This design comes from an exercise in tuning for small area, a short achievable clock period and few clock cycles per item on the open sky130 flow, not from production work.
Function was checked by simulation only, so behaviour that the tests miss may differ from the original.

<file path="flow/config.mk">
export PLATFORM = sky130hd
export DESIGN_NAME = sorted_key_table
export DESIGN_NICKNAME = sorted_key_table
export VERILOG_FILES = /design/flow/design.v
export SDC_FILE = /design/flow/constraint.sdc
export NUM_CORES = 4
export LEC_CHECK = 0
export CAP_MARGIN = 20
export CORE_MARGIN = 2
export CORE_UTILIZATION = 25
export PLACE_DENSITY = 0.3
export SLEW_MARGIN = 20
</file>
<file path="flow/constraint.sdc">
create_clock -name core_clock -period 8.0 [get_ports {clock}]
set_input_delay 1.6000 -clock core_clock [delete_from_list [all_inputs] [get_ports {clock}]]
set_output_delay 1.6000 -clock core_clock [all_outputs]
set_load 0.01 [all_outputs]
</file>
<file path="flow/design.v">
`default_nettype none
package skt_pkg;
   localparam int DEPTH = 64;
   localparam int KEY_WIDTH = 32;
   localparam int IDX_W = $clog2(DEPTH);
   localparam int CNT_W = $clog2(DEPTH + 1);
   localparam logic [2:0] CMD_INSERT     = 3'd0;
   localparam logic [2:0] CMD_REMOVE_KEY = 3'd1;
   localparam logic [2:0] CMD_FIND       = 3'd2;
   localparam logic [2:0] CMD_FIND_NEXT  = 3'd3;
   localparam logic [2:0] CMD_READ_IDX   = 3'd4;
   localparam logic [2:0] CMD_REMOVE_IDX = 3'd5;
   localparam logic [2:0] CMD_CLEAR      = 3'd6;
   localparam logic [2:0] ST_OK      = 3'd0;
   localparam logic [2:0] ST_NOTFND  = 3'd1;
   localparam logic [2:0] ST_DUP     = 3'd2;
   localparam logic [2:0] ST_FULL    = 3'd3;
   localparam logic [2:0] ST_REFUSED = 3'd4;
   localparam logic REG_ALLOW_DUP = 1'b0;
   localparam logic REG_UNSORTED  = 1'b1;
endpackage
`default_nettype wire
`default_nettype none
module skt_ram #(
   parameter int WIDTH = 32,
   parameter int DEPTH_W = 64
) (
   input  wire logic                       clock,
   input  wire logic                       we,
   input  wire logic [$clog2(DEPTH_W)-1:0] waddr,
   input  wire logic [WIDTH-1:0]           wdata,
   input  wire logic [$clog2(DEPTH_W)-1:0] raddr,
   output      logic [WIDTH-1:0]           rdata
);
   logic [WIDTH-1:0] mem [DEPTH_W];
   always_ff @(posedge clock) begin
      if (we) mem[waddr] <= wdata;
      rdata <= mem[raddr];
   end
endmodule
`default_nettype wire
`default_nettype none
module sorted_key_table (
   input wire logic clock,
   input wire logic reset,
   input  wire logic        req_valid,
   output      logic        req_ready,
   input  wire logic [2:0]  req_cmd,
   input  wire logic [31:0] req_key,
   input  wire logic [5:0]  req_slot_index,
   output      logic        rsp_valid,
   input  wire logic        rsp_ready,
   output      logic [2:0]  rsp_status,
   output      logic [31:0] rsp_key_out,
   output      logic [6:0]  rsp_entries_now,
   input  wire logic        csr_valid,
   output      logic        csr_ready,
   input  wire logic [31:0] csr_index,
   input  wire logic [31:0] csr_data
);
   localparam logic [3:0] S_IDLE  = 4'd0;
   localparam logic [3:0] S_SRCH  = 4'd1;   
   localparam logic [3:0] S_SCMP  = 4'd2;   
   localparam logic [3:0] S_DISP  = 4'd3;   
   localparam logic [3:0] S_RDWT  = 4'd4;   
   localparam logic [3:0] S_SHRD  = 4'd5;   
   localparam logic [3:0] S_SHWR  = 4'd6;   
   localparam logic [3:0] S_RESP  = 4'd7;
   localparam logic [3:0] S_SORTR = 4'd8;   
   localparam logic [3:0] S_SORTC = 4'd9;   
   localparam logic [3:0] S_SORTV = 4'd10;  
   logic [3:0]        state_ff, state_in;
   logic [skt_pkg::CNT_W-1:0]  count_ff, count_in;
   logic              dup_ff, dup_in, uns_ff, uns_in;
   logic [2:0]        cmd_ff, cmd_in;
   logic [skt_pkg::KEY_WIDTH-1:0] key_ff, key_in;
   logic [skt_pkg::CNT_W-1:0]  lo_ff, lo_in, hi_ff, hi_in;    
   logic [skt_pkg::CNT_W-1:0]  pos_ff, pos_in;                
   logic              strict_ff, strict_in;          
   logic              phase_ff, phase_in;            
   logic [2:0]        st_ff, st_in;
   logic [skt_pkg::KEY_WIDTH-1:0] kout_ff, kout_in;
   logic              found_ff, found_in;
   logic [skt_pkg::KEY_WIDTH-1:0] v_ff, v_in;                 
   logic                 we;
   logic [skt_pkg::IDX_W-1:0]     waddr, raddr;
   logic [skt_pkg::KEY_WIDTH-1:0] wdata, rdata;
   skt_ram #(.WIDTH(skt_pkg::KEY_WIDTH), .DEPTH_W(skt_pkg::DEPTH)) u_ram (
      .clock(clock), .we(we), .waddr(waddr), .wdata(wdata),
      .raddr(raddr), .rdata(rdata));
   logic              lt_k, eq_k;
   assign lt_k = rdata < key_ff;
   assign eq_k = rdata == key_ff;
   logic [skt_pkg::CNT_W-1:0] mid;
   assign mid = lo_ff + ((hi_ff - lo_ff) >> 1);
   logic csr_hit_uns;
   assign csr_hit_uns = csr_valid && csr_ready && (csr_index == 32'(skt_pkg::REG_UNSORTED));
   assign req_ready = (state_ff == S_IDLE) && !csr_valid;
   assign csr_ready = (state_ff == S_IDLE);
   assign rsp_valid = (state_ff == S_RESP);
   assign rsp_status = st_ff;
   assign rsp_key_out = kout_ff;
   assign rsp_entries_now = 7'(count_ff);
   always_comb begin
      state_in = state_ff; count_in = count_ff; dup_in = dup_ff; uns_in = uns_ff;
      cmd_in = cmd_ff; key_in = key_ff; lo_in = lo_ff; hi_in = hi_ff;
      pos_in = pos_ff; strict_in = strict_ff; phase_in = phase_ff;
      st_in = st_ff; kout_in = kout_ff; found_in = found_ff; v_in = v_ff;
      we = 1'b0; waddr = '0; wdata = key_ff; raddr = skt_pkg::IDX_W'(mid);
      unique case (state_ff)
         S_IDLE: begin
            if (csr_valid) begin
               if (csr_index == 32'(skt_pkg::REG_ALLOW_DUP)) dup_in = csr_data[0];
               if (csr_hit_uns) begin
                  uns_in = csr_data[0];
                  if (uns_ff && !csr_data[0] && count_ff > 1) begin
                     lo_in = skt_pkg::CNT_W'(1);                
                     state_in = S_SORTV;
                  end
               end
            end else if (req_valid) begin
               cmd_in = req_cmd; key_in = req_key;
               st_in = skt_pkg::ST_OK; kout_in = '0; phase_in = 1'b0; found_in = 1'b0;
               lo_in = '0; hi_in = count_ff; strict_in = 1'b0;
               unique case (req_cmd)
                  skt_pkg::CMD_INSERT, skt_pkg::CMD_REMOVE_KEY, skt_pkg::CMD_FIND: begin
                     if (!(req_cmd == skt_pkg::CMD_INSERT && dup_ff)) state_in = S_SRCH;
                     else state_in = S_DISP;
                  end
                  skt_pkg::CMD_FIND_NEXT: begin
                     if (uns_ff) begin st_in = skt_pkg::ST_REFUSED; state_in = S_RESP; end
                     else begin strict_in = 1'b1; state_in = S_SRCH; end
                  end
                  skt_pkg::CMD_READ_IDX, skt_pkg::CMD_REMOVE_IDX: begin
                     if (skt_pkg::CNT_W'(req_slot_index) < count_ff) begin
                        lo_in = skt_pkg::CNT_W'(req_slot_index);
                        found_in = 1'b1;
                        strict_in = 1'b1;    
                        state_in = S_RDWT;
                     end else begin
                        st_in = skt_pkg::ST_REFUSED; state_in = S_RESP;
                     end
                  end
                  skt_pkg::CMD_CLEAR: begin count_in = '0; state_in = S_RESP; end
                  default: begin st_in = skt_pkg::ST_REFUSED; state_in = S_RESP; end
               endcase
            end
         end
         S_SRCH: begin
            if (lo_ff >= hi_ff) state_in = S_DISP;
            else begin
               raddr = (uns_ff && !strict_ff) ? skt_pkg::IDX_W'(lo_ff) : skt_pkg::IDX_W'(mid);
               state_in = S_SCMP;
            end
         end
         S_SCMP: begin
            state_in = S_SRCH;
            if (uns_ff && !strict_ff) begin
               if (eq_k) begin found_in = 1'b1; state_in = S_DISP; end
               else lo_in = lo_ff + 1'b1;
            end else if (strict_ff ? (lt_k || eq_k) : lt_k) lo_in = mid + 1'b1;
            else hi_in = mid;
         end
         S_DISP: begin
            if (!uns_ff && !strict_ff && !found_ff && lo_ff < count_ff) begin
               raddr = skt_pkg::IDX_W'(lo_ff);
               strict_in = 1'b1;    
               state_in = S_RDWT;
            end else begin
               state_in = S_RESP;
               if (cmd_ff == skt_pkg::CMD_INSERT && !phase_ff) begin
                  if (found_ff && !dup_ff) st_in = skt_pkg::ST_DUP;
                  else if (count_ff >= skt_pkg::CNT_W'(skt_pkg::DEPTH)) st_in = skt_pkg::ST_FULL;
                  else if (!uns_ff) begin
                     phase_in = 1'b1; found_in = 1'b0; strict_in = 1'b1;
                     lo_in = '0; hi_in = count_ff; state_in = S_SRCH;
                  end else begin
                     we = 1'b1; waddr = skt_pkg::IDX_W'(count_ff);
                     count_in = count_ff + 1'b1;
                  end
               end else if (cmd_ff == skt_pkg::CMD_INSERT) begin
                  pos_in = count_ff; state_in = S_SHRD;
               end else if (cmd_ff == skt_pkg::CMD_FIND_NEXT) begin
                  if (lo_ff < count_ff) begin
                     raddr = skt_pkg::IDX_W'(lo_ff); found_in = 1'b1;
                     strict_in = 1'b0; state_in = S_RDWT;
                  end else st_in = skt_pkg::ST_NOTFND;
               end else if (found_ff) begin
                  raddr = skt_pkg::IDX_W'(lo_ff); state_in = S_RDWT;
               end else st_in = skt_pkg::ST_NOTFND;
            end
         end
         S_RDWT: begin
            raddr = skt_pkg::IDX_W'(lo_ff);
            if (!found_ff) begin
               strict_in = 1'b0;
               found_in = eq_k;
               state_in = S_DISP;
               if (!eq_k) lo_in = count_ff;
            end else if (strict_ff) begin
               state_in = S_RDWT; strict_in = 1'b0;  
            end else begin
               kout_in = rdata;
               if (cmd_ff == skt_pkg::CMD_REMOVE_KEY || cmd_ff == skt_pkg::CMD_REMOVE_IDX) begin
                  pos_in = lo_ff; state_in = S_SHRD;
               end else state_in = S_RESP;
            end
         end
         S_SHRD: begin
            if (cmd_ff == skt_pkg::CMD_INSERT) begin
               if (pos_ff == lo_ff) begin
                  we = 1'b1; waddr = skt_pkg::IDX_W'(lo_ff);
                  count_in = count_ff + 1'b1; state_in = S_RESP;
               end else begin
                  raddr = skt_pkg::IDX_W'(pos_ff - 1'b1); state_in = S_SHWR;
               end
            end else begin
               if (pos_ff + 1'b1 >= count_ff) begin
                  count_in = count_ff - 1'b1; state_in = S_RESP;
               end else begin
                  raddr = skt_pkg::IDX_W'(pos_ff + 1'b1); state_in = S_SHWR;
               end
            end
         end
         S_SHWR: begin
            we = 1'b1; waddr = skt_pkg::IDX_W'(pos_ff); wdata = rdata;
            pos_in = (cmd_ff == skt_pkg::CMD_INSERT) ? pos_ff - 1'b1 : pos_ff + 1'b1;
            state_in = S_SHRD;
         end
         S_RESP: begin
            if (rsp_ready) state_in = S_IDLE;
         end
         S_SORTV: begin
            if (lo_ff >= count_ff) state_in = S_IDLE;
            else begin
               raddr = skt_pkg::IDX_W'(lo_ff); hi_in = lo_ff; phase_in = 1'b0;
               state_in = S_SORTR;
            end
         end
         S_SORTR: begin
            if (!phase_ff) begin v_in = rdata; phase_in = 1'b1; end
            if (hi_ff == '0) begin
               we = 1'b1; waddr = '0; wdata = phase_ff ? v_ff : rdata;
               lo_in = lo_ff + 1'b1; state_in = S_SORTV;
            end else begin
               raddr = skt_pkg::IDX_W'(hi_ff - 1'b1); state_in = S_SORTC;
            end
         end
         S_SORTC: begin
            if (rdata > v_ff) begin
               we = 1'b1; waddr = skt_pkg::IDX_W'(hi_ff); wdata = rdata;
               hi_in = hi_ff - 1'b1; state_in = S_SORTR;
            end else begin
               we = 1'b1; waddr = skt_pkg::IDX_W'(hi_ff); wdata = v_ff;
               lo_in = lo_ff + 1'b1; state_in = S_SORTV;
            end
         end
         default: state_in = S_IDLE;
      endcase
   end
   always_ff @(posedge clock) begin
      if (reset) begin
         state_ff <= S_IDLE; count_ff <= '0; dup_ff <= 1'b0; uns_ff <= 1'b0;
      end else begin
         state_ff <= state_in; count_ff <= count_in;
         dup_ff <= dup_in; uns_ff <= uns_in;
      end
      cmd_ff <= cmd_in; key_ff <= key_in; lo_ff <= lo_in; hi_ff <= hi_in;
      pos_ff <= pos_in; strict_ff <= strict_in; phase_ff <= phase_in;
      st_ff <= st_in; kout_ff <= kout_in; found_ff <= found_in; v_ff <= v_in;
   end
endmodule
`default_nettype wire
</file>
<file path="flow/run.sh">
#!/bin/bash
# synth_recipe.tcl (not shown) runs the flow's synth.tcl, then flattens the netlist and writes it again
# the make line also repeats each setting of config.mk as NAME=value (left out here)
make -C /OpenROAD-flow-scripts/flow DESIGN_CONFIG=/design/flow/config.mk WORK_HOME=/design/flow/orfs CLKGATE_MAP_FILE= SYNTH_SCRIPT=/design/flow/synth_recipe.tcl finish
</file>
==> results of run 1 <==
==> synth_stat cells (22+ instances only) <==
library cell	number
a211oi_1	99
a21o_1	29
a21oi_1	201
a221oi_1	24
a22o_1	37
a22oi_1	61
a311oi_1	210
a31oi_1	136
and2_1	35
and3_1	199
buf_1	35
buf_2	114
clkbuf_1	321
dfxtp_1	45
edfxtp_1	2174
ha_1	105
inv_1	99
mux2_2	31
mux2i_1	140
nand2_1	1698
nand3_1	509
nand4_1	27
nor2_1	164
nor2b_1	22
nor3_1	58
nor4_1	24
o21ai_0	74
o221ai_1	49
o22ai_1	43
o311ai_0	31
or4_1	23
xnor2_1	35
==> per-layer routing <==
metal  track usage  vias to the layer above  routed length, um
met4        0.0439                        2               7990
met5             0                        -                 13
li1              -                    27800                  -
met3        0.0242                      397              17600
met1         0.283                    32100             179000
met2         0.331                     1624             182000
==> flip-flops by register name, indices dropped and copies added (netlist names), 3 cells and up <==
| name | count |
|---|---|
| u_ram.mem | 2048 |
| key_ff | 32 |
| kout_ff | 32 |
| u_ram.rdata | 32 |
| v_ff | 32 |
| count_ff | 7 |
| hi_ff | 7 |
| lo_ff | 7 |
| pos_ff | 7 |
| state_ff | 4 |
| cmd_ff | 3 |
| st_ff | 3 |
==> cell families after synthesis <==
family | Yosys count | synth area share
flops | 2219 | 0.712
buf+inv | 594 | 0.0267
mux | 171 | 0.0188
fa+ha+maj | 107 | 0.0146
xor+xnor | 49 | 0.00462
compound gates | 1173 | 0.0918
simple gates | 2804 | 0.132
==> worst max-delay path by stage <==
stage | startpoint | end | cells past startpoint | slack (ns)
floorplan | v_ff[1] | u_ram.mem[0][14] | 15 | 0.41
global placement | hi_ff[0] | u_ram.rdata[2] | 19 | 1.15
detailed placement | hi_ff[0] | u_ram.rdata[2] | 19 | 1.13
CTS | hi_ff[0] | u_ram.rdata[2] | 19 | 1.11
global route | hi_ff[0] | u_ram.rdata[2] | 19 | 0.87
finish | hi_ff[0] | u_ram.rdata[2] | 19 | 1.07
==> metrics by stage <==
| stage | hold WS, ns |
|---|---|
| 2_1_floorplan | 0.450 |
| 3_3_place_gp | 0.500 |
| 3_5_place_dp | 0.489 |
| 4_1_cts | 0.504 |
| 5_1_grt | 0.538 |
| 6_report | 0.505 |
==> layout make-up <==
class | count | area [sq um] | share of cell area
tap | 4950 | 6190 | 0.0554
antenna | 8 | 20.0 | 0.000179
inverter | 100 | 375 | 0.00336
clock inverter | 133 | 1110 | 0.00995
sequential | 2219 | 66200 | 0.592
clock buffer | 362 | 7460 | 0.0667
multi-input combinational | 4304 | 25300 | 0.227
timing repair buffer | 570 | 5150 | 0.0460
==> worst register-to-register path, stage by stage (launching register included) <==
cell	delay, ns
edfxtp_1	0.52
inv_1	0.17
ha_1	0.20
inv_1	0.06
fa_1	0.48
ha_1	0.16
inv_1	0.06
fa_1	0.71
nor2b_1	0.23
o31ai_1	0.08
a2bb2oi_1	0.19
a221oi_1	0.12
nor4_1	0.71
nand3_4	0.56
nand2_2	0.25
buf_4	0.62
a21oi_1	0.10
nor4_1	0.70
o221ai_1	0.55
o22a_1	0.35
==> impl_metrics.env, run 1 <==
export IMPL_worstRegToRegCells=19
export IMPL_holdPathStages=2
export IMPL_die_height_um=614
export IMPL_r2r_setup_slack_ns=1.07
export IMPL_synth_async_sr_flop_share=0
export IMPL_cts_htree_levels=5
export IMPL_min_to="dup_ff"
export IMPL_core_area_sq_mm=0.370
export IMPL_gp_congestion=0.821
export IMPL_grt_pass1_vias=61200
export IMPL_clk_pin_slew_ns=0.06
export IMPL_synthCells=7117
export IMPL_utilization=0.302
export IMPL_slowest_stage="fa_1"
export IMPL_status="timing/DRC/antenna clean"
export IMPL_max_stage_delay_ns=0.71
export IMPL_crit_chain="inv_1 > ha_1 > inv_1 > fa_1 > ha_1 > inv_1 > fa_1 > nor2b_1 > o31ai_1 > a2bb2oi_1 > a221oi_1 > nor4_1 > nand3_4 > nand2_2 > buf_4 > a21oi_1 > nor4_1 > o221ai_1 > o22a_1"
export IMPL_synth_area_sq_mm=0.0930
export IMPL_cp_common_cell="inv_1"
export IMPL_min_delay_path_class="register to register"
export IMPL_gr_total_overflow=0
export IMPL_synth_largest_area_cell="edfxtp_1"
export IMPL_fin_area_sq_mm=0.112
export IMPL_r2r_end="u_ram.rdata[2]"
export IMPL_cts_buffer_depth=4
export IMPL_synth_top_area_frac=0.702
export IMPL_cp_start_kind="register"
export IMPL_worstPathArrival_ns=7.72
export IMPL_antenna_found_initial=48
export IMPL_insertion_delay_ns=0.91
export IMPL_syn_nets=7334
export IMPL_crit_type="register to register"
export IMPL_drcViolationCount=0
export IMPL_first_pass_iters=8
export IMPL_via_count=61800
export IMPL_maxSlewViolCount=0
export IMPL_grt_total_usage=0.201
export IMPL_routed_via_density=4.89
export IMPL_place_inst=12100
export IMPL_setup_slack_ns=1.07
export IMPL_min_from="dup_ff"
export IMPL_cts_setup_buffers=0
export IMPL_endpoint_kind="register"
export IMPL_routed_wl_um=387000
export IMPL_nFillCells=37200
export IMPL_synth_edf_count=2174
export IMPL_setup_viol=0
export IMPL_worstMarginPinSlew_ns=1.14
export IMPL_period_minus_slack_ns=6.93
export IMPL_ios=155
export IMPL_start_util=0.251
export IMPL_grt_max_degree=90
export IMPL_fin_worst_skew_ns=0.0511
export IMPL_place_area_sq_mm=0.103
export IMPL_yosysUniqueCellTypes=77
export IMPL_drtAntennaViolNets=0
export IMPL_layout_commonest_cell="edfxtp_1"
export IMPL_ys_top_cells_by_area="edfxtp_1 (70%), nand2_1 (6.9%), nand3_1 (2.7%)"
export IMPL_cts_sinks=2219
export IMPL_path_delay_family="simple AND/OR/NAND/NOR gates"
export IMPL_postCtsHoldBufs=0
export IMPL_cts_tree="yes"
export IMPL_drive_gt1_frac=0.130
export IMPL_final_cell_mix="edfxtp_1 (2174), nand2_1 (1693), nand3_1 (507), buf_4 (402), clkbuf_16 (287)"
export IMPL_post_dp_hpwl_um=237000
export IMPL_cts_root_buffer="clkbuf_16"
export IMPL_finalHoldViolCount=0
export IMPL_fp_row_count=223
export IMPL_die_area_sq_mm=0.377
export IMPL_fin_cells=12600
export IMPL_synth_area_per_cell_sq_um=13.1
export IMPL_relSlewSlack=0.240
export IMPL_rsz0062_at_grt="false"
export IMPL_cts_buffers=283
export IMPL_tns_ns=0
export IMPL_synth_seq_cells=2219
export IMPL_syn_to_final_growth_pct=20.3
export IMPL_cp_required_ns=8.79
export IMPL_final_net_count=7695
export IMPL_grt_pass1_wl_um=529000
export IMPL_pre_cts_ws_ns=1.13
export IMPL_post_cts_resize_count=0
export IMPL_fin_crit_sh=0.866
export IMPL_drv_cap=0
export IMPL_fmax_mhz=144
export IMPL_ys_seq_area_frac=0.712
export IMPL_rr_startpoint="hi_ff[0]"
export IMPL_crit_buf_inv=4
export IMPL_wire_per_inst_um=30.6
export IMPL_drt_iter0_drc=5690
export IMPL_die_width_um=614
export IMPL_yosys_most_used_dff="edfxtp_1"
export IMPL_io_buffers=123
export IMPL_ys_warnings_count=2
export IMPL_critPathMaxFanout=36
Testbench counts, summed over its fixed seeds: cycles 190,228, ops 5,464.
==> inputs of run 2 (changes only) <==
--- a/flow/design.v
+++ b/flow/design.v
@@ -224,8 +224,18 @@
          end
          S_SHWR: begin
             we = 1'b1; waddr = skt_pkg::IDX_W'(pos_ff); wdata = rdata;
-            pos_in = (cmd_ff == skt_pkg::CMD_INSERT) ? pos_ff - 1'b1 : pos_ff + 1'b1;
             state_in = S_SHRD;
+            if (cmd_ff == skt_pkg::CMD_INSERT) begin
+               pos_in = pos_ff - 1'b1;
+               if (pos_ff - 1'b1 != lo_ff) begin
+                  raddr = skt_pkg::IDX_W'(pos_ff - 2'd2); state_in = S_SHWR;
+               end
+            end else begin
+               pos_in = pos_ff + 1'b1;
+               if (pos_ff + 2'd2 < count_ff) begin
+                  raddr = skt_pkg::IDX_W'(pos_ff + 2'd2); state_in = S_SHWR;
+               end
+            end
          end
          S_RESP: begin
             if (rsp_ready) state_in = S_IDLE;
@@ -250,6 +260,9 @@
             if (rdata > v_ff) begin
                we = 1'b1; waddr = skt_pkg::IDX_W'(hi_ff); wdata = rdata;
                hi_in = hi_ff - 1'b1; state_in = S_SORTR;
+               if (hi_ff != skt_pkg::CNT_W'(1)) begin
+                  raddr = skt_pkg::IDX_W'(hi_ff - 2'd2); state_in = S_SORTC;
+               end
             end else begin
                we = 1'b1; waddr = skt_pkg::IDX_W'(hi_ff); wdata = v_ff;
                lo_in = lo_ff + 1'b1; state_in = S_SORTV;
==> run 2 against run 1 <==
  * Clock skew increased by 0.012 ns
  * Final cell count decreased by 0.33%
  * Core utilization decreased by 0.11 points
  * Clock-buffer cell count increased by 21
  * Worst hold slack improved by 0.027 ns
  * Sequential share of layout area decreased by 0.22 points
  * Synthesized area increased by 0.68%
  * First-iteration DRC count decreased by 12%
==> impl_metrics.env, run 2 <==
export IMPL_period_minus_slack_ns=6.84
export IMPL_endpoint_kind="register"
export IMPL_min_delay_path_class="register to register"
export IMPL_syn_to_final_growth_pct=19.9
export IMPL_cts_buffer_depth=4
export IMPL_grt_max_degree=116
export IMPL_routed_via_density=4.78
export IMPL_synth_area_sq_mm=0.0936
export IMPL_fp_row_count=224
export IMPL_maxSlewViolCount=0
export IMPL_critPathMaxFanout=67
export IMPL_synth_async_sr_flop_share=0
export IMPL_max_stage_delay_ns=0.88
export IMPL_cts_root_buffer="clkbuf_16"
export IMPL_via_count=60200
export IMPL_cp_start_kind="register"
export IMPL_finalHoldViolCount=0
export IMPL_fin_area_sq_mm=0.112
export IMPL_layout_commonest_cell="edfxtp_1"
export IMPL_largest_register="u_ram.mem"
export IMPL_die_area_sq_mm=0.379
export IMPL_ys_warnings_count=2
export IMPL_relSlewSlack=0.163
export IMPL_place_area_sq_mm=0.104
export IMPL_final_net_count=7644
export IMPL_post_dp_hpwl_um=223000
export IMPL_io_buffers=123
export IMPL_synth_largest_area_cell="edfxtp_1"
export IMPL_core_area_sq_mm=0.372
export IMPL_worstRegToRegCells=18
export IMPL_first_pass_iters=9
export IMPL_worstPathArrival_ns=7.60
export IMPL_ios=155
export IMPL_worstMarginPinSlew_ns=1.26
export IMPL_cp_required_ns=8.76
export IMPL_synth_edf_count=2174
export IMPL_cts_buffers=283
export IMPL_synth_most_common_cell="edfxtp_1"
export IMPL_final_cell_mix="edfxtp_1 (2174), nand2_1 (1600), nand3_1 (732), mux2i_1 (392), buf_4 (301)"
export IMPL_grt_pass1_wl_um=513000
export IMPL_synth_seq_cells=2219
export IMPL_postCtsHoldBufs=0
export IMPL_routed_wl_um=372000
export IMPL_syn_nets=7296
export IMPL_fmax_mhz=146
export IMPL_setup_viol=0
export IMPL_synthCells=7066
export IMPL_holdPathStages=2
export IMPL_die_width_um=616
export IMPL_insertion_delay_ns=0.92
export IMPL_synth_commonest_cells="edfxtp_1 (2174), nand2_1 (1614), nand3_1 (734), mux2i_1 (392), clkbuf_1 (239)"
export IMPL_drcViolationCount=0
export IMPL_rsz0062_at_grt="false"
export IMPL_drtAntennaViolNets=0
export IMPL_antenna_found_initial=35
export IMPL_drive_gt1_frac=0.122
export IMPL_cts_sinks=2219
export IMPL_fin_worst_skew_ns=0.0633
export IMPL_grt_total_usage=0.192
export IMPL_ys_seq_area_frac=0.707
export IMPL_die_height_um=616
export IMPL_yosys_most_used_dff="edfxtp_1"
export IMPL_gr_total_overflow=0
export IMPL_largest_register_ffs=2048
export IMPL_yosysUniqueCellTypes=95
export IMPL_cts_setup_buffers=0
export IMPL_clk_pin_slew_ns=0.06
export IMPL_cts_htree_levels=5
export IMPL_start_util=0.251
export IMPL_tns_ns=0
export IMPL_wire_per_inst_um=29.5
export IMPL_crit_type="register to register"
export IMPL_ys_top_cells_by_area="edfxtp_1 (70%), nand2_1 (6.5%), mux2i_1 (4.2%)"
export IMPL_synth_area_per_cell_sq_um=13.2
export IMPL_nFillCells=37400
export IMPL_grt_pass1_vias=59700
export IMPL_fin_crit_sh=0.855
export IMPL_drt_iter0_drc=5022
export IMPL_crit_chain="ha_1 > nand2_1 > xnor2_1 > ha_1 > a211o_1 > a31o_2 > a21o_1 > mux2i_1 > mux2i_1 > o221ai_1 > nor4_4 > a21o_4 > buf_12 > buf_4 > nand3_1 > nand3_1 > nand4_1 > or3_1"
export IMPL_post_cts_resize_count=0
export IMPL_drv_cap=0
export IMPL_gp_congestion=0.788
export IMPL_synth_top_area_frac=0.697
export IMPL_cts_tree="yes"
export IMPL_slowest_stage="nor4_4"
export IMPL_status="timing/DRC/antenna clean"
## run 2: cell type report
class                   count  area (sq um)  area share
multi-input cells        4307         26000       0.231
clock inverters           100           827     0.00737
flip-flops and latches   2219         66200       0.590
inverters                 107           402     0.00358
clock buffers             383          7680      0.0684
repair buffers            496          4930      0.0440
diodes                     20          50.0    0.000446
well taps                4972          6220      0.0554
## run 2: final timing paths
check	startpoint	end	slack, ns
worst max-delay path	pos_ff[2]	u_ram.rdata[25]	1.16
worst min-delay path	dup_ff	dup_ff	0.53
worst min register to register	dup_ff	dup_ff	0.53
worst max register to register	pos_ff[2]	u_ram.rdata[25]	1.16
## run 2: critical path: cells and delay by family, from the launching register on
kind / cells / cell delay [ns]
buf+inv: 2 / 0.98
fa+ha+maj: 2 / 0.64
mux: 2 / 0.53
simple gates: 6 / 2.05
xor+xnor: 1 / 0.23
compound gates: 5 / 1.41
flops: 1 / 0.77
## run 2: cells by family (layout without fill, tap and decap cells)
kind of cell / after synthesis / in the layout / share of synthesized area
compound gates: 750 / 750 / 0.0573
buf+inv: 540 / 1086 / 0.0259
other cells: 0 / 20 / 0
simple gates: 2937 / 2937 / 0.140
xor+xnor: 57 / 57 / 0.00541
mux: 443 / 443 / 0.0480
flops: 2219 / 2219 / 0.707
fa+ha+maj: 120 / 120 / 0.0162
## run 2: routing by layer
metal,track usage,wire [um],vias up
met5,0,13,-
met1,0.263,170000,31300
met3,0.0209,14300,402
met2,0.326,180000,1291
met4,0.0412,7550,2
li1,-,-,27200
## run 2: per-stage QoR
| step | hold slack, ns | utilization | setup WS (ns) | std cells |
|---|---|---|---|---|
| 3_3_place_gp | 0.541 | 0.278 | 0.997 | 12100 |
| 5_1_grt | 0.566 | 0.301 | 0.804 | 12600 |
| 6_report | 0.531 | 0.301 | 1.16 | 12600 |
| 3_5_place_dp | 0.542 | 0.278 | 0.973 | 12100 |
| 4_1_cts | 0.548 | 0.301 | 0.960 | 12600 |
| 2_1_floorplan | 0.450 | - | 3.17 | 7066 |
Testbench counts of run 2, summed over its fixed seeds: cycles 155,168, ops 5,464.
==> inputs of run 3 (changes only) <==
--- a/flow/design.v
+++ b/flow/design.v
@@ -171,7 +171,9 @@
                if (cmd_ff == skt_pkg::CMD_INSERT && !phase_ff) begin
                   if (found_ff && !dup_ff) st_in = skt_pkg::ST_DUP;
                   else if (count_ff >= skt_pkg::CNT_W'(skt_pkg::DEPTH)) st_in = skt_pkg::ST_FULL;
-                  else if (!uns_ff) begin
+                  else if (!uns_ff && !dup_ff) begin
+                     phase_in = 1'b1; pos_in = count_ff; state_in = S_SHRD;
+                  end else if (!uns_ff) begin
                      phase_in = 1'b1; found_in = 1'b0; strict_in = 1'b1;
                      lo_in = '0; hi_in = count_ff; state_in = S_SRCH;
                   end else begin
@@ -196,7 +198,12 @@
                strict_in = 1'b0;
                found_in = eq_k;
                state_in = S_DISP;
-               if (!eq_k) lo_in = count_ff;
+               if (!eq_k) begin
+                  if (cmd_ff == skt_pkg::CMD_INSERT && !dup_ff &&
+                      count_ff < skt_pkg::CNT_W'(skt_pkg::DEPTH)) begin
+                     phase_in = 1'b1; strict_in = 1'b1;
+                  end else lo_in = count_ff;
+               end
             end else if (strict_ff) begin
                state_in = S_RDWT; strict_in = 1'b0;  
             end else begin
==> run 3 against run 2 <==
  * Still clean
  * Non-clock buffer count rose by 118
  * Final area rose by 1.4%
  * Final cell count rose by 2.9%
  * Synthesized cell count rose by 3.3%
  * Die area rose by 0.45%
  * Register-to-register slack got worse by 0.06 ns
  * Core utilization rose by 0.22 points
  * Routed wire length rose by 6.6%
  * Highest routed layer unchanged
==> impl_metrics.env, run 3 <==
export IMPL_status="timing/DRC/antenna clean"
export IMPL_crit_type="register to register"
export IMPL_wire_per_inst_um=30.6
export IMPL_max_stage_delay_ns=1.03
export IMPL_setup_slack_ns=1.09
export IMPL_synth_area_per_cell_sq_um=12.9
export IMPL_maxSlewViolCount=0
export IMPL_synth_seq_cells=2219
export IMPL_cts_buffer_depth=4
export IMPL_drt_iter0_drc=5339
export IMPL_core_area_sq_mm=0.375
export IMPL_cts_buffers=283
export IMPL_drtAntennaViolNets=0
export IMPL_nFillCells=37900
export IMPL_pre_cts_ws_ns=1.05
export IMPL_start_util=0.251
export IMPL_drive_gt1_frac=0.132
export IMPL_fp_row_count=225
export IMPL_rsz0062_at_grt="false"
export IMPL_synthCells=7297
export IMPL_ys_seq_area_frac=0.704
export IMPL_layout_commonest_cell="edfxtp_1"
export IMPL_ios=155
export IMPL_relSlewSlack=0.209
export IMPL_routed_via_density=4.86
export IMPL_gr_total_overflow=0
export IMPL_grt_max_degree=83
export IMPL_post_dp_hpwl_um=249000
export IMPL_synth_area_sq_mm=0.0940
export IMPL_holdPathStages=1
export IMPL_synth_edf_count=2174
export IMPL_die_height_um=617
export IMPL_tns_ns=0
export IMPL_insertion_delay_ns=0.92
export IMPL_cts_htree_levels=5
export IMPL_slowest_stage="nor4_1"
export IMPL_crit_buf_inv=2
export IMPL_finalHoldViolCount=0
export IMPL_ys_warnings_count=2
export IMPL_synth_largest_area_cell="edfxtp_1"
export IMPL_cp_common_cell="ha_1"
export IMPL_via_count=63100
export IMPL_die_area_sq_mm=0.381
export IMPL_die_width_um=617
export IMPL_drv_cap=0
export IMPL_io_buffers=123
export IMPL_fmax_mhz=145
export IMPL_setup_viol=0
export IMPL_ys_top_cells_by_area="edfxtp_1 (69%), nand2_1 (7.8%), nand3_1 (2.2%)"
export IMPL_grt_pass1_wl_um=543000
export IMPL_cts_setup_buffers=0
export IMPL_worstMarginPinSlew_ns=1.18
export IMPL_fin_crit_sh=0.863
export IMPL_fin_worst_skew_ns=0.0658
export IMPL_postCtsHoldBufs=0
export IMPL_cts_root_buffer="clkbuf_16"
export IMPL_largest_register_ffs=2048
export IMPL_synth_most_common_cell="edfxtp_1"
export IMPL_largest_register="u_ram.mem"
export IMPL_endpoint_kind="register"
export IMPL_final_cell_mix="edfxtp_1 (2174), nand2_1 (1956), nand3_1 (416), buf_4 (404), clkbuf_16 (291)"
export IMPL_worstRegToRegCells=16
export IMPL_cts_tree="yes"
export IMPL_path_delay_family="compound AO/OA/AOI/OAI gates"
export IMPL_cp_start_kind="register"
export IMPL_syn_nets=7527
export IMPL_yosysUniqueCellTypes=85
export IMPL_cts_sinks=2219
export IMPL_antenna_found_initial=32
export IMPL_period_minus_slack_ns=6.91
export IMPL_routed_wl_um=397000
export IMPL_synth_top_area_frac=0.694
export IMPL_clk_pin_slew_ns=0.06
export IMPL_cp_required_ns=8.75
export IMPL_synth_commonest_cells="edfxtp_1 (2174), nand2_1 (1959), nand3_1 (417), and3_1 (245), nor2_1 (209)"
export IMPL_yosys_most_used_dff="edfxtp_1"
export IMPL_gp_congestion=0.824
export IMPL_synth_async_sr_flop_share=0
export IMPL_grt_pass1_vias=62400
export IMPL_syn_to_final_growth_pct=21.0
export IMPL_post_cts_resize_count=0
export IMPL_cp_depth=16
export IMPL_worstPathArrival_ns=7.65
export IMPL_crit_chain="inv_1 > ha_1 > ha_1 > a2111oi_0 > o31a_1 > a211oi_1 > o21ai_0 > o2111ai_1 > a211oi_2 > o22a_4 > buf_4 > and3_1 > a311oi_1 > nor4_1 > a22oi_1 > o211a_1"
export IMPL_grt_total_usage=0.203
export IMPL_first_pass_iters=6
export IMPL_critPathMaxFanout=28
export IMPL_drcViolationCount=0
export IMPL_min_delay_path_class="register to register"
export IMPL_final_net_count=7970
## run 3: cell types whose count changed after synthesis, sizes merged, moves of 59 or more
cell,delta
nand2,+344
nand3,-317
mux2i,-235
and3,+204
a311oi,+197
buf,+101
nand3b,-95
o2111ai,-80
clkbuf,-78
o21ai,+66
a31oi,+62
o211ai,-59
## run 3: stage by stage
stage | cells | cell area [sq um] | hold WS, ns | util
6_report | 13000 | 114000 | 0.637 | 0.304
3_5_place_dp | 12400 | 105000 | 0.622 | 0.280
3_3_place_gp | 12400 | 105000 | 0.614 | 0.280
2_1_floorplan | 7297 | 94000 | 0.557 | -
5_1_grt | 13000 | 114000 | 0.658 | 0.303
4_1_cts | 13000 | 114000 | 0.637 | 0.303
## run 3: worst paths after layout
| check | from | to | slack [ns] |
|---|---|---|---|
| worst max-delay path | pos_ff[0] | u_ram.rdata[6] | 1.09 |
| worst min-delay path | v_ff[7] | v_ff[7] | 0.64 |
| worst max register to register | pos_ff[0] | u_ram.rdata[6] | 1.09 |
| worst min register to register | v_ff[7] | v_ff[7] | 0.64 |
## run 3: area by class of cell
type	instances	area, sq um	area share
clock inverters	140	1020	0.00900
clock buffers	362	7580	0.0666
repair buffers	614	6000	0.0527
well taps	4994	6250	0.0549
flip-flops and latches	2219	66200	0.581
diodes	19	47.5	0.000418
inverters	107	402	0.00353
multi-input cells	4515	26300	0.231
## run 3: metal layers
metal / track usage / wire length [um] / vias up
met3: 0.0256 / 15800 / 350
met4: 0.0345 / 6220 / 2
met5: 0 / 13 / -
met2: 0.338 / 188000 / 1410
li1: - / - / 28200
met1: 0.286 / 186000 / 33100
## run 3: kinds of logic (layout without fill, tap and decap cells)
logic type | Yosys count | after routing | synth area share
and+or+nand+nor | 3064 | 3064 | 0.141
other | 0 | 19 | 0
xor gates and xnor gates | 61 | 61 | 0.00583
buffers and inverters | 563 | 1223 | 0.0280
DFF | 2219 | 2219 | 0.704
muxes | 208 | 208 | 0.0247
adders and majority gates | 120 | 120 | 0.0161
AOI/OAI and AO/OA | 1062 | 1062 | 0.0809
Testbench counts of run 3, summed over its fixed seeds: cycles 144,052, ops 5,464.

static timing again, ports no longer ideal:
The results above use ideal ports. As a check the final layouts listed here were re-extracted and re-timed, cells and wires unchanged. Step 1 (the two cells are an assumption about what drives the block):
set clk [get_ports {clock}]
set_driving_cell -lib_cell sky130_fd_sc_hd__clkbuf_16 $clk
set_driving_cell -lib_cell sky130_fd_sc_hd__buf_2 [delete_from_list [all_inputs] $clk]
Step 2, shift: input delay + t, output delay - t, t = (earliest + latest rising clock arrival at the registers) / 2. This alone moves slack from input paths to output paths. Slacks: ideal ports / drivers / drivers and shift; pairs: ideal ports / drivers.
| run | t (ns) | setup slack, ns | worst setup path at the end |
|---|---|---|---|
| run 1 | 0.986 | 1.071 / 1.071 / 1.071 | register to register |
| run 2 | 0.993 | 1.156 / 1.156 / 1.156 | register to register |
| run 3 | 0.990 | 1.093 / 1.093 / 1.093 | register to register |
After both steps every run listed still meets setup and hold.
